This is an optimization exercise on Yosys and OpenROAD, whose aim is small area, a short achievable clock period and few clock cycles per item, not a production implementation.
Power is estimated from default activity; no workload was simulated.

Setup of old:
Design fetch_top, start of the top module:
module fetch_top (
    input logic clk,
    input logic n_rst,
    output logic instr_valid,
    input logic instr_ready,
    output nand_cpu_pkg::instr_t instr_data,
    output nand_cpu_pkg::addr_t instr_pc,
    input logic branch_valid,
    input nand_cpu_pkg::addr_t branch_target,
    output logic mem_req,
    output logic [12:0] mem_addr,
    input logic mem_ack,
    input logic [15:0] mem_data
);
Size: roughly 320 cells after synthesis, about 79 flip-flops, about 76 I/O pins, about 3800 µm² of cells after synthesis.
==> module fetch_top, before the edit <==
module fetch_top (
    input logic clk,
    input logic n_rst,
    output logic instr_valid,
    input logic instr_ready,
    output nand_cpu_pkg::instr_t instr_data,
    output nand_cpu_pkg::addr_t instr_pc,
    input logic branch_valid,
    input nand_cpu_pkg::addr_t branch_target,
    output logic mem_req,
    output logic [12:0] mem_addr,
    input logic mem_ack,
    input logic [15:0] mem_data
);
    nand_cpu_pkg::addr_t pc;      
    logic out_valid;
    nand_cpu_pkg::instr_t out_data;
    logic [14:0] nf;              
    logic req;                    
    logic act;                    
    logic [1:0] beat;             
    logic stale;                  
    logic [15:0] fifo [2];
    logic rptr, wptr;
    logic ne;                     
    logic full;                   
    logic need, nxt0, beat_in, pop, keep, push, push_need, issue, restart;
    nand_cpu_pkg::beat_t head;
    nand_cpu_pkg::addr_t pc_next;
    assign mem_req = req;
    assign mem_addr = nf[14:2];
    assign instr_valid = out_valid;
    assign instr_pc = pc;
    assign instr_data = out_data;
    assign pc_next = branch_valid ? branch_target :
                     (out_valid && instr_ready) ? pc + 1'b1 : pc;
    assign need = !out_valid || instr_ready;
    assign nxt0 = out_valid ^ pc[0];
    assign rptr = pc[1] ^ (out_valid && pc[0]);
    assign wptr = nf[0];
    assign head = fifo[rptr];
    assign beat_in = act && !stale && (beat == nf[1:0]);
    assign pop = need && ne && nxt0;
    assign keep = beat_in && (!full || pop);
    assign push_need = ne ? (!full || nxt0) : !nxt0;
    assign push = beat_in && (need ? push_need : !full);
    assign issue = !req && (!act || beat == 2'd3);
    assign restart = issue && (branch_valid || stale);
    always_ff @(posedge clk) begin
        if (!n_rst) begin
            pc <= '0;
            out_valid <= 1'b0;
            req <= 1'b0;
            act <= 1'b0;
            stale <= 1'b1;
            ne <= 1'b0;
            full <= 1'b0;
        end else begin
            pc <= pc_next;
            out_valid <= !branch_valid && ((out_valid && !instr_ready) || ne || beat_in);
            if (req && mem_ack) begin
                req <= 1'b0;
                act <= 1'b1;
            end else if (act && beat == 2'd3) begin
                act <= 1'b0;
            end
            if (issue) begin
                req <= 1'b1;
            end
            stale <= !issue && (stale || branch_valid);
            if (branch_valid) begin
                ne <= 1'b0;
                full <= 1'b0;
            end else if (push != pop) begin
                ne <= push || full;
                full <= push && ne;
            end
        end
    end
    always_ff @(posedge clk) begin
        if (act) begin
            beat <= beat + 1'b1;
        end else begin
            beat <= '0;
        end
        if (restart || keep) begin
            nf <= restart ? pc_next[15:1] : nf + 1'b1;
        end
        if (need) begin
            if (ne) begin
                out_data <= nxt0 ? head[15:8] : head[7:0];
            end else begin
                out_data <= nxt0 ? mem_data[15:8] : mem_data[7:0];
            end
        end
        if (push) begin
            fifo[wptr] <= mem_data;
        end
    end
endmodule
export LEC_CHECK = 0
export ABC_CLOCK_PERIOD_IN_PS = 2500
export CAP_MARGIN = 20
export CORE_MARGIN = 2
export CORE_UTILIZATION = 40
export PLACE_DENSITY = 0.6
export SETUP_SLACK_MARGIN = 4.2
export SLEW_MARGIN = 20
create_clock -name core_clock -period 6.5 [get_ports {clk}]
standard.sh (not shown) runs the stock make flow with config.mk's settings and CLKGATE_MAP_FILE= SYNTH_SCRIPT=/design/flow/synth_recipe.tcl, a recipe that flattens the netlist after the stock synthesis.
==> flow/flow/run.sh <==
#!/bin/bash
# The standard layout, with the smallest buffer (buf_1) on every input and
# output port instead of the one buffer_ports picks by default.
set -euo pipefail
export BUFFER_PORTS_ARGS="-buffer_cell sky130_fd_sc_hd__buf_1"
bash standard.sh > standard_flow.log 2>&1
old finished every stage and its layout cleared the timing, design-rule and antenna checks.
Modified inputs, new compared to old
diff --git a/flow/design.v b/flow/design.v
--- a/flow/design.v
+++ b/flow/design.v
@@ -30,10 +30,11 @@
     logic stale;                  
     logic [15:0] fifo [2];
     logic rptr, wptr;
     logic ne;                     
     logic full;                   
+    logic [1:0] cnt;              
     logic need, nxt0, beat_in, pop, keep, push, push_need, issue, restart;
     nand_cpu_pkg::beat_t head;
     nand_cpu_pkg::addr_t pc_next;
     assign mem_req = req;
     assign mem_addr = nf[14:2];
@@ -45,10 +46,13 @@
     assign need = !out_valid || instr_ready;
     assign nxt0 = out_valid ^ pc[0];
     assign rptr = pc[1] ^ (out_valid && pc[0]);
     assign wptr = nf[0];
     assign head = fifo[rptr];
+    assign cnt = nf[1:0] - {pc[2] ^ (out_valid && pc[1] && pc[0]), rptr};
+    assign ne = !stale && (cnt != 2'd0);
+    assign full = !stale && cnt[1];
     assign beat_in = act && !stale && (beat == nf[1:0]);
     assign pop = need && ne && nxt0;
     assign keep = beat_in && (!full || pop);
     assign push_need = ne ? (!full || nxt0) : !nxt0;
     assign push = beat_in && (need ? push_need : !full);
@@ -59,12 +63,10 @@
             pc <= '0;
             out_valid <= 1'b0;
             req <= 1'b0;
             act <= 1'b0;
             stale <= 1'b1;
-            ne <= 1'b0;
-            full <= 1'b0;
         end else begin
             pc <= pc_next;
             out_valid <= !branch_valid && ((out_valid && !instr_ready) || ne || beat_in);
             if (req && mem_ack) begin
                 req <= 1'b0;
@@ -74,27 +76,21 @@
             end
             if (issue) begin
                 req <= 1'b1;
             end
             stale <= !issue && (stale || branch_valid);
-            if (branch_valid) begin
-                ne <= 1'b0;
-                full <= 1'b0;
-            end else if (push != pop) begin
-                ne <= push || full;
-                full <= push && ne;
-            end
         end
     end
     always_ff @(posedge clk) begin
         if (act) begin
             beat <= beat + 1'b1;
         end else begin
             beat <= '0;
         end
         if (restart || keep) begin
-            nf <= restart ? pc_next[15:1] : nf + 1'b1;
+            nf <= !restart ? nf + 1'b1 :
+                  branch_valid ? branch_target[15:1] : pc[15:1];
         end
         if (need) begin
             if (ne) begin
                 out_data <= nxt0 ? head[15:8] : head[7:0];
             end else begin
==> comparison <==
- From old to new the numbers moved as follows: share of cells above drive strength 1 higher, multi-input combinational area share higher, routed wire length higher.
- new ends up with lower first-iteration DRC count than old does.
- Cmp new vs old: highest ir drop seen on vdd higher in new
- For the fraction of power spent switching nets, new came in 0.78 points higher than old did.
- new vs old: total routing resource utilization after global routing up in new
- Min number of sinks on the clock net across new and old: new
- new gives less final setup slack of the worst path than old did.
- Diff old -> new: relative contribution of the clock network to total power moved down, first-pass GRT wire length moved up, count of non-filler cells in the finished layout moved up, met2 demand-to-capacity share in global routing moved up.
Function was not checked in any run of this note: the RTL went through the layout flow alone.

## static timing again, ports no longer ideal
No port has a modelled driver above. Below, the same layouts with a new extraction and two added sets of constraints.
Step 1 (the two cells are an assumption about what drives the block):
set clk [get_ports {clk}]
set_driving_cell -lib_cell sky130_fd_sc_hd__clkbuf_16 $clk
set_driving_cell -lib_cell sky130_fd_sc_hd__buf_2 [delete_from_list [all_inputs] $clk]
Step 2 also shifts input and output timing later by t, the mid clock arrival at the registers, as if the neighbouring blocks saw the same clock.
a / b / c = ideal / step 1 / step 2; a / b = the first two.
run	t, ns	setup slack, ns	worst data-port slew with drivers (ns)	cell pins on the clock port's net
old	0.381	4.215 / 4.196 / 3.817	0.06	1
new	0.379	4.103 / 4.071 / 3.692	0.06	1
After both steps every run listed still meets setup and hold. The setup slack of new, which loses most, moves by -0.032 ns with the drivers and by -0.411 ns with both steps.
